Background: an optimization exercise with open tools, aiming at small area and a short achievable clock period. Do not read the settings as production practice.
Where RTL was checked, it was by simulation tests only, not by an equivalence proof against the original.
No activity file was given, so power comes from the tool's default toggle rates.

## fpcvt_top
module fpcvt_top #(
    parameter int TAG_W = 4
) (
    input  logic                         clk,
    input  logic                         rst,
    input  logic                         f2i_valid,
    output logic                         f2i_ready,
    input  logic [63:0]                  f2i_data,
    input  logic [TAG_W-1:0]             f2i_tag,
    input  logic                         i2f_valid,
    output logic                         i2f_ready,
    input  logic [63:0]                  i2f_data,
    input  logic [TAG_W-1:0]             i2f_tag,
    output logic                         res_valid,
    input  logic                         res_ready,
    output logic [63:0]                  res_data,
    output logic [fpcvt_pkg::FLAG_W-1:0] res_flags,
    output logic [TAG_W-1:0]             res_tag,
    output logic                         res_src
);
Size: roughly 150 flip-flops, ~220 I/O pins, about 22000 um^2 of cells after synthesis.
clock: 7.0 ns
lec_check: 0
cap_margin: 20
core_margin: 2
core_utilization: 40
setup_slack_margin: 0.4
slew_margin: 20
run.sh (not shown) runs the stock make flow with config.mk's settings and CLKGATE_MAP_FILE= SYNTH_SCRIPT=/design/flow/synth_recipe.tcl, a recipe that flattens the netlist after the stock synthesis.
Next try:
- ABC_CLOCK_PERIOD_IN_PS: unset -> 3800
- SETUP_SLACK_MARGIN: 0.4 -> 3.2
After rerunning: The changed run ran to the end with no violations. Die area stays the same. Global-route usage came out higher by 3.6 points. Via count rises by 12%. Worst setup slack is better by 1100 ps. Clock skew is about the same. Total power went up by 14%.
No run of this note included a check of the RTL's function; only the layout flow was run.

========
Another version of the RTL of fpcvt_top (not shown whole).
Size: ~3200 cells after synthesis, roughly 150 flip-flops.
==> flow/config.mk <==
export PLATFORM = sky130hd
export DESIGN_NAME = fpcvt_top
export DESIGN_NICKNAME = fpcvt_top
export VERILOG_FILES = /design/flow/design.v
export SDC_FILE = /design/flow/constraint.sdc
export NUM_CORES = 4
export LEC_CHECK = 0
export ABC_AREA = 1
export CAP_MARGIN = 20
export CORE_MARGIN = 2
export CORE_UTILIZATION = 40
export SETUP_SLACK_MARGIN = 2.5
export SLEW_MARGIN = 20
==> flow/constraint.sdc <==
create_clock -name core_clock -period 7.0 [get_ports {clk}]
set_input_delay 1.4000 -clock core_clock [delete_from_list [all_inputs] [get_ports {clk}]]
set_output_delay 1.4000 -clock core_clock [all_outputs]
set_load 0.01 [all_outputs]
The first run finished with timing, DRC and antenna clean.
Then changed:
==> flow/flow/run.sh (new file) <==
#!/bin/bash
# The standard layout, with the port buffers made as buf_4 cells instead of
# the buffer_ports default (a slow delay cell on this platform).
set -euo pipefail
export BUFFER_PORTS_ARGS="-buffer_cell sky130_fd_sc_hd__buf_4"
export RECOVER_POWER=100
bash standard.sh > flow_standard.log 2>&1
==> flow/standard.sh (new file) <==
#!/bin/bash
# synth_recipe.tcl (not shown) runs the flow's synth.tcl, then flattens the netlist and writes it again
# the make line also repeats each setting of config.mk as NAME=value (left out here)
make -C /OpenROAD-flow-scripts/flow DESIGN_CONFIG=/design/flow/config.mk WORK_HOME=/design/flow/orfs CLKGATE_MAP_FILE= SYNTH_SCRIPT=/design/flow/synth_recipe.tcl "${@:-finish}"
removed: flow/run.sh
After rerunning: With this change the flow reached the layout checks and failed them: max-capacitance violations, max-slew violations. Setup slack is worse by 1.1 ns. Core utilization went down by 3.0 points. Global-route usage went down by 0.13 points. Final area went down by 6.0%. Clock skew went up by 0.0086 ns. Fmax went down by 19%. Clock power went up by 2.3%. Hold slack is worse by 0.013 ns.
Then changed:
==> flow/flow/run.sh (replaced) <==
#!/bin/bash
# The standard layout, with the port buffers made as buf_2 cells instead of
# the buffer_ports default (a slow delay cell on this platform).
set -euo pipefail
export BUFFER_PORTS_ARGS="-buffer_cell sky130_fd_sc_hd__buf_2"
bash standard.sh > flow_standard.log 2>&1
What happened: With this change the flow completed without violations; wire length is lower by 0.35%; die area stays the same; clock power is lower by 3.3%; clock-buffer cell count is higher by 1; combinational power stays flat; critical path depth is lower by 1; hold slack gains 0.0086 ns.
Then changed:
==> flow/flow/run.sh (replaced) <==
#!/bin/bash
# The standard layout, with the port buffers made as buf_4 cells instead of
# the buffer_ports default (a slow delay cell on this platform).
set -euo pipefail
export BUFFER_PORTS_ARGS="-buffer_cell sky130_fd_sc_hd__buf_4"
bash standard.sh > flow_standard.log 2>&1
Settings changed: ABC_AREA 1 to unset, SETUP_SLACK_MARGIN 2.5 to 2.8.
Clock power grows by about 2%.
Area after synthesis is lower by 6.9%.
Setup slack is worse by 0.78 ns.
Combinational power grows by 21%.
Via count shrinks by about 16%.
Worst hold slack improved by 0.038 ns.
Then changed:
==> flow/flow/run.sh (replaced) <==
#!/bin/bash
# The standard layout, with the port buffers made as buf_2 cells instead of
# the buffer_ports default (a slow delay cell on this platform).
set -euo pipefail
export BUFFER_PORTS_ARGS="-buffer_cell sky130_fd_sc_hd__buf_2"
bash standard.sh > flow_standard.log 2>&1
Settings changed: ABC_AREA set to 1, CORE_UTILIZATION 40 to 50, TNS_END_PERCENT set to 20.
Outcome: The new run completed without violations; critical path depth rose by 6; routed wire length grows by 6.9%; count of clock-buffer cells in the layout came out higher by 1.

========
Setup of sierra:
Another version of the RTL of fpcvt_top (not shown whole).
Size in the first run: about 140 flip-flops, ~220 I/O pins.
export LEC_CHECK = 0
export ABC_AREA = 1
export CAP_MARGIN = 20
export CORE_MARGIN = 2
export CORE_UTILIZATION = 40
export SETUP_SLACK_MARGIN = 2.85
export SLEW_MARGIN = 20
create_clock -name core_clock -period 7.0 [get_ports {clk}]
standard.sh (not shown) runs the stock make flow with config.mk's settings and CLKGATE_MAP_FILE= SYNTH_SCRIPT=/design/flow/synth_recipe.tcl, a recipe that flattens the netlist after the stock synthesis.
==> flow/flow/run.sh <==
#!/bin/bash
# The standard layout, with the port buffers made as buf_1 cells instead of
# the buffer_ports default (a slow delay cell on this platform).
set -euo pipefail
export BUFFER_PORTS_ARGS="-buffer_cell sky130_fd_sc_hd__buf_1"
bash standard.sh > flow_standard.log 2>&1
sierra finished all stages; the layout is clean.
--- input diff sierra..maple ---
# sierra
export LEC_CHECK = 0
export ABC_AREA = 1
export CAP_MARGIN = 20
export CORE_MARGIN = 2
export CORE_UTILIZATION = 40
export SETUP_SLACK_MARGIN = 2.85
export SLEW_MARGIN = 20
create_clock -name core_clock -period 7.0 [get_ports {clk}]
# maple
export LEC_CHECK = 0
export ABC_AREA = 1
export CAP_MARGIN = 20
export CORE_MARGIN = 2
export CORE_UTILIZATION = 55
export SETUP_SLACK_MARGIN = 2.7
export SLEW_MARGIN = 20
create_clock -name core_clock -period 7.0 [get_ports {clk}]
Notes after the runs:
sierra reports its endpoint of the worst setup timing path as res_data[41] while maple reports u_i2f.q_word[36].
Taking sierra as the reference, in maple clock insertion delay at the later pin of the skew report stayed essentially flat; die outline width fell by 31 um; total power per unit cell area rose by 1.8%; total via count in the routed design rose by 714.
Compared with sierra, in maple final non-filler cell area fell 870 um^2; share of the final layout cell area in multi-input gates increased 1.7 points; clock buffer and inverter area fraction after layout level; first-pass GRT wire length lost 3.4%.
According to the power report, total power for maple is lower than for sierra.
Compared with sierra, maple shows total wire length that has gone down slightly.
Between maple and sierra, it is maple whose count of buffers not belonging to the clock network in the layout is lower, by about 14%.
maple ended with every stage complete and zero timing, DRC or antenna violations.
sierra: full flow OK, the timing, design-rule and antenna checks passed
Edits applied to the flow inputs when going from maple to amber:
# maple
export LEC_CHECK = 0
export ABC_AREA = 1
export CAP_MARGIN = 20
export CORE_MARGIN = 2
export CORE_UTILIZATION = 55
export SETUP_SLACK_MARGIN = 2.7
export SLEW_MARGIN = 20
create_clock -name core_clock -period 7.0 [get_ports {clk}]
# amber
export LEC_CHECK = 0
export ABC_AREA = 1
export CAP_MARGIN = 20
export CORE_MARGIN = 2
export CORE_UTILIZATION = 46
export SETUP_SLACK_MARGIN = 2.7
export SLEW_MARGIN = 20
create_clock -name core_clock -period 7.0 [get_ports {clk}]
==> comparison <==
Critical path depth on amber is down relative to maple. Clock-buffer cell count: amber vs maple, no meaningful difference. Changes observed in amber relative to maple: sequential power was more or less identical, power after layout went up by 38 uW, die area went up by about 20%, final cycle utilization of the critical path went down by 0.35 points, number of buffers on the longest clock path was more or less identical. Of the two values seen for kind of critical path, in2reg was produced by maple and reg2out by amber. No stage failed in amber, and the final checks on the layout all came back clean. Fraction of power consumed by the clock network: amber vs maple up 2.2 points. met3 global-route usage was higher in the run labelled maple. Diff maple -> amber | total number of vias | down by a few percent.
Setup changes, amber to violet
# amber
export LEC_CHECK = 0
export ABC_AREA = 1
export CAP_MARGIN = 20
export CORE_MARGIN = 2
export CORE_UTILIZATION = 46
export SETUP_SLACK_MARGIN = 2.7
export SLEW_MARGIN = 20
create_clock -name core_clock -period 7.0 [get_ports {clk}]
# violet
export LEC_CHECK = 0
export ABC_AREA = 1
export CAP_MARGIN = 20
export CORE_MARGIN = 2
export CORE_UTILIZATION = 40
export SETUP_SLACK_MARGIN = 2.7
export SLEW_MARGIN = 20
create_clock -name core_clock -period 7.0 [get_ports {clk}]
==> run notes <==
- violet ended with less share of the final layout cell area in multi-input gates than amber.
- [violet] logic gate share of total power rose 0.9 points relative to amber
- Re antenna diode instance count: no difference whatsoever between amber and violet.
- Against amber, final wirelength in violet rose slightly.
Relative to violet, the following input files were edited for yarrow:
# violet
export LEC_CHECK = 0
export ABC_AREA = 1
export CAP_MARGIN = 20
export CORE_MARGIN = 2
export CORE_UTILIZATION = 40
export SETUP_SLACK_MARGIN = 2.7
export SLEW_MARGIN = 20
create_clock -name core_clock -period 7.0 [get_ports {clk}]
# yarrow
export LEC_CHECK = 0
export ABC_AREA = 1
export CAP_MARGIN = 20
export CORE_MARGIN = 2
export CORE_UTILIZATION = 50
export SETUP_SLACK_MARGIN = 2.7
export SLEW_MARGIN = 20
create_clock -name core_clock -period 7.0 [get_ports {clk}]
--- outcome ---
violet → yarrow: internal power shows no meaningful change; worst setup slack lower; total power of the final layout went up 0.72%; biggest cell delay along the critical path +70 ps.

========
Setup of v40:
fpcvt_top with an RTL version that a note above also has.
export LEC_CHECK = 0
export ABC_AREA = 1
export CAP_MARGIN = 20
export CORE_MARGIN = 2
export CORE_UTILIZATION = 65
export SETUP_SLACK_MARGIN = 2.8
export SLEW_MARGIN = 20
create_clock -name core_clock -period 7.0 [get_ports {clk}]
==> flow/flow/run.sh <==
#!/bin/bash
# The standard layout, with the port buffers made as buf_2 cells instead of
# the buffer_ports default (a slow delay cell on this platform).
set -euo pipefail
export BUFFER_PORTS_ARGS="-buffer_cell sky130_fd_sc_hd__buf_2"
bash standard.sh > flow_standard.log 2>&1
v40 | ERROR | global routing (5_1_grt)
#### Input delta (v14 over v40)
# v40
export LEC_CHECK = 0
export ABC_AREA = 1
export CAP_MARGIN = 20
export CORE_MARGIN = 2
export CORE_UTILIZATION = 65
export SETUP_SLACK_MARGIN = 2.8
export SLEW_MARGIN = 20
create_clock -name core_clock -period 7.0 [get_ports {clk}]
# v14
export LEC_CHECK = 0
export ABC_AREA = 1
export CAP_MARGIN = 20
export CORE_MARGIN = 2
export CORE_UTILIZATION = 40
export CTS_BUF_LIST = sky130_fd_sc_hd__clkbuf_8
export SETUP_SLACK_MARGIN = 2.5
export SLEW_MARGIN = 20
create_clock -name core_clock -period 7.0 [get_ports {clk}]
==> comparison <==
The flow did not stop early for v14: all stages ran, and the layout cleared the timing, design-rule and antenna checks.
Comparing v40 against v14, there is no change at all in simple-gate area share of the yosys netlist.
NOTE: minimum setup slack after placement in v14 exceeds that of v40
Between v40 and v14, the final estimated routing congestion in global placement is lower for v14.
As of v14, number of buffers inserted to repair setup after CTS had fallen by more than a quarter compared to v40.
Looking at number of gates resized after cts across v40 and v14, the one that comes out higher is v40.
Setup changes, v14 to v53
# v14
export LEC_CHECK = 0
export ABC_AREA = 1
export CAP_MARGIN = 20
export CORE_MARGIN = 2
export CORE_UTILIZATION = 40
export CTS_BUF_LIST = sky130_fd_sc_hd__clkbuf_8
export SETUP_SLACK_MARGIN = 2.5
export SLEW_MARGIN = 20
create_clock -name core_clock -period 7.0 [get_ports {clk}]
# v53
export LEC_CHECK = 0
export ABC_AREA = 1
export CAP_MARGIN = 20
export CORE_MARGIN = 2
export CORE_UTILIZATION = 40
export SETUP_SLACK_MARGIN = 3.2
export SLEW_MARGIN = 20
create_clock -name core_clock -period 7.0 [get_ports {clk}]
==> flow/flow/run.sh <==
#!/bin/bash
# The standard layout, with the port buffers made as buf_4 cells instead of
# the buffer_ports default (a slow delay cell on this platform).
set -euo pipefail
export BUFFER_PORTS_ARGS="-buffer_cell sky130_fd_sc_hd__buf_4"
bash standard.sh > flow_standard.log 2>&1
[summary]
v53 finished end to end and its layout was clean on timing, DRC and antenna. v53: reported combinational group power is about 18% higher than what v14 reported. Going from v14 to v53, arrival time reported for the critical path endpoint moved down, maximum frequency has increased, cell count has increased. Note that the routed wire length recorded for v14 amounts to 0.932 times the value seen in v53. On v53: final critical-path setup slack is 0.040 ns higher than what v14 gave. Taking v53 as 1.0, v14 lands at 0.858 on total power. Diff v14 -> v53: sequential share of layout area decreased by 3.0 points relative to the old numbers; post-route worst hold slack increased by 0.0096 ns relative to the old numbers. In v53, the design area came out 0.0039 mm2 above the value in v14.
Input-level comparison between v9 and v53:
# v53
export LEC_CHECK = 0
export ABC_AREA = 1
export CAP_MARGIN = 20
export CORE_MARGIN = 2
export CORE_UTILIZATION = 40
export SETUP_SLACK_MARGIN = 3.2
export SLEW_MARGIN = 20
create_clock -name core_clock -period 7.0 [get_ports {clk}]
# v9
export LEC_CHECK = 0
export ABC_AREA = 1
export CAP_MARGIN = 20
export CORE_MARGIN = 2
export CORE_UTILIZATION = 40
export SETUP_SLACK_MARGIN = 3.0
export SLEW_MARGIN = 20
create_clock -name core_clock -period 7.0 [get_ports {clk}]
==> flow/flow/run.sh <==
#!/bin/bash
# The standard layout, with the port buffers made as buf_4 cells instead of
# the buffer_ports default (a slow delay cell on this platform), and setup
# repair limited to sizing, pin swaps and cloning (no buffer chains).
set -euo pipefail
export BUFFER_PORTS_ARGS="-buffer_cell sky130_fd_sc_hd__buf_4"
export SETUP_MOVE_SEQUENCE="unbuffer,sizeup,swap,clone"
bash standard.sh > flow_standard.log 2>&1
Findings:
- Looking at the reports, v53 completed the entire flow and the layout it produced met the timing, design-rule and antenna checks.
- v9 went all the way through synthesis, placement and routing and the layout is clean on timing, DRC and antenna.
- Against v53 as the reference, v9 delivers a lower static leakage.
- Taking v53 as the reference, in v9 setup slack went down 0.30 ns; routed wire length now smaller; number of top-level pins flat; part of the power in combinational logic increased 1.1 points; part of the power in the clock network shows a reduction of 2.2 points.
- v9 vs v53, critical path launch point: u_i2f.q_word[0] vs u_f2i.q_word[0]
- When v9 is measured against v53, its detailed placer's ending HPWL turns out 210 um higher.
- What v9 reported for amount of wire on met3 after detailed routing has to be multiplied by 1.06 to get the figure for v53.
What v27 does differently from v9 at the input level:
# v9
export LEC_CHECK = 0
export ABC_AREA = 1
export CAP_MARGIN = 20
export CORE_MARGIN = 2
export CORE_UTILIZATION = 40
export SETUP_SLACK_MARGIN = 3.0
export SLEW_MARGIN = 20
create_clock -name core_clock -period 7.0 [get_ports {clk}]
# v27
export LEC_CHECK = 0
export ABC_AREA = 1
export CAP_MARGIN = 20
export CORE_MARGIN = 2
export CORE_UTILIZATION = 40
export SETUP_SLACK_MARGIN = 2.5
export SLEW_MARGIN = 20
create_clock -name core_clock -period 7.0 [get_ports {clk}]
==> flow/flow/run.sh <==
#!/bin/bash
# The standard layout, with the port buffers made as buf_4 cells instead of
# the buffer_ports default (a slow delay cell on this platform).
set -euo pipefail
export BUFFER_PORTS_ARGS="-buffer_cell sky130_fd_sc_hd__buf_4"
bash standard.sh > flow_standard.log 2>&1
--- outcome ---
- Diff v9 -> v27: internal power consumption saw a decrease, critical path depth saw a decrease, sequential share of cell area saw an increase.
- Row weighted congestion reported at the end of routability-driven placement: v27 higher / v9 lower
- Diff v27..v9 | die footprint | unchanged
- Compared with v9, v27 shows share of total power consumed by net switching lower by 0.90 points.
- NOTE: clock tree cell share of total cell area in v27 exceeds that of v9
- v27 vs. v9: post-route worst setup slack picked up an extra 0.32 ns; actual slew at the worst max-slew pin up 0.014 ns; total power went down 84 uW.
--- input diff v27..v8 ---
==> flow/flow/run.sh <==
#!/bin/bash
# The standard layout, with the port buffers made as buf_1 cells instead of
# the buffer_ports default (a slow delay cell on this platform).
set -euo pipefail
export BUFFER_PORTS_ARGS="-buffer_cell sky130_fd_sc_hd__buf_1"
bash standard.sh > flow_standard.log 2>&1
==> run notes <==
- [v8] count of instances resized after the clock tree is built fell 17% relative to v27
- The final reports for v8 and v27 show multi-input gate share of the layout cell area higher in the former.
- Synthesis-to-finish area growth: v8 vs v27 down 3.7 points
- Diff v27 -> v8: utilization saw a decrease, overall power consumption saw a decrease, part of the total power dissipated in combinational logic saw a decrease, final period utilization saw a decrease.
- v27 and v8 ended up with nearly the same source-to-sink clock delay at the later pin of the worst-skew pair.
- On cell count after placement, v27 and v8 are neck and neck.
- Comparing v27 and v8, the lower global-route usage was measured on v27.

[static timing again, ports no longer ideal]
In the flow no input, the clock included, has a driving cell. The finished layouts below were timed again as built, in two steps. Step 1, drivers: a clkbuf_16 drives clk and a buf_2 each remaining input, both assumed. Step 2, shift: input delay + t, output delay - t, t = (earliest + latest rising clock arrival at the registers) / 2. This alone moves slack from input paths to output paths. Three values: ideal, step 1, step 2; two values: the first two.
| run | shift t [ns] | setup WS [ns] | hold slack, ns | worst setup path after step 2 | worst data-port slew with drivers (ns) |
|---|---|---|---|---|---|
| the first run of note 1 | 0.522 | 0.600 / 0.544 / 0.740 | 0.537 / 0.537 / 0.537 | input to register | 0.09 |
| the second run of note 1 | 0.478 | 1.748 / 1.700 / 1.801 | 0.544 / 0.544 / 0.544 | input to register | 0.21 |
| the first run of note 2 | 0.507 | 2.521 / 2.465 / 2.063 | 0.500 / 0.500 / 0.500 | input to register | 0.06 |
| the second run of note 2 | 0.512 | 1.463 / 1.405 / 1.013 | 0.487 / 0.487 / 0.487 | input to register | 0.06 |
| the third run of note 2 | 0.518 | 2.516 / 2.457 / 2.160 | 0.496 / 0.496 / 0.496 | input to register | 0.06 |
| the fourth run of note 2 | 0.499 | 1.736 / 1.689 / 2.171 | 0.534 / 0.534 / 0.534 | input to register | 0.08 |
| the fifth run of note 2 | 0.502 | 2.408 / 2.350 / 2.221 | 0.503 / 0.503 / 0.503 | input to register | 0.05 |
| sierra | 0.479 | 2.811 / 2.760 / 2.531 | 0.510 / 0.510 / 0.510 | input to register | 0.04 |
| maple | 0.474 | 2.713 / 2.679 / 2.263 | 0.505 / 0.505 / 0.505 | input to register | 0.05 |
| amber | 0.481 | 2.738 / 2.690 / 2.407 | 0.492 / 0.492 / 0.492 | input to register | 0.04 |
| violet | 0.483 | 2.776 / 2.720 / 2.410 | 0.496 / 0.496 / 0.496 | input to register | 0.04 |
| yarrow | 0.474 | 2.608 / 2.560 / 2.405 | 0.489 / 0.489 / 0.489 | input to register | 0.05 |
| v14 | 0.576 | 2.467 / 2.413 / 1.991 | 0.502 / 0.502 / 0.502 | input to register | 0.06 |
| v53 | 0.524 | 2.507 / 2.450 / 2.694 | 0.511 / 0.511 / 0.511 | input to register | 0.05 |
| v9 | 0.508 | 2.202 / 2.147 / 1.781 | 0.499 / 0.499 / 0.499 | input to register | 0.07 |
| v27 | 0.514 | 2.524 / 2.467 / 2.201 | 0.487 / 0.487 / 0.487 | input to register | 0.06 |
| v8 | 0.516 | 2.543 / 2.484 / 2.139 | 0.507 / 0.507 / 0.507 | input to register | 0.06 |
The setup slack of v14, which loses most, moves by -0.054 ns with the drivers and by -0.476 ns with both steps.
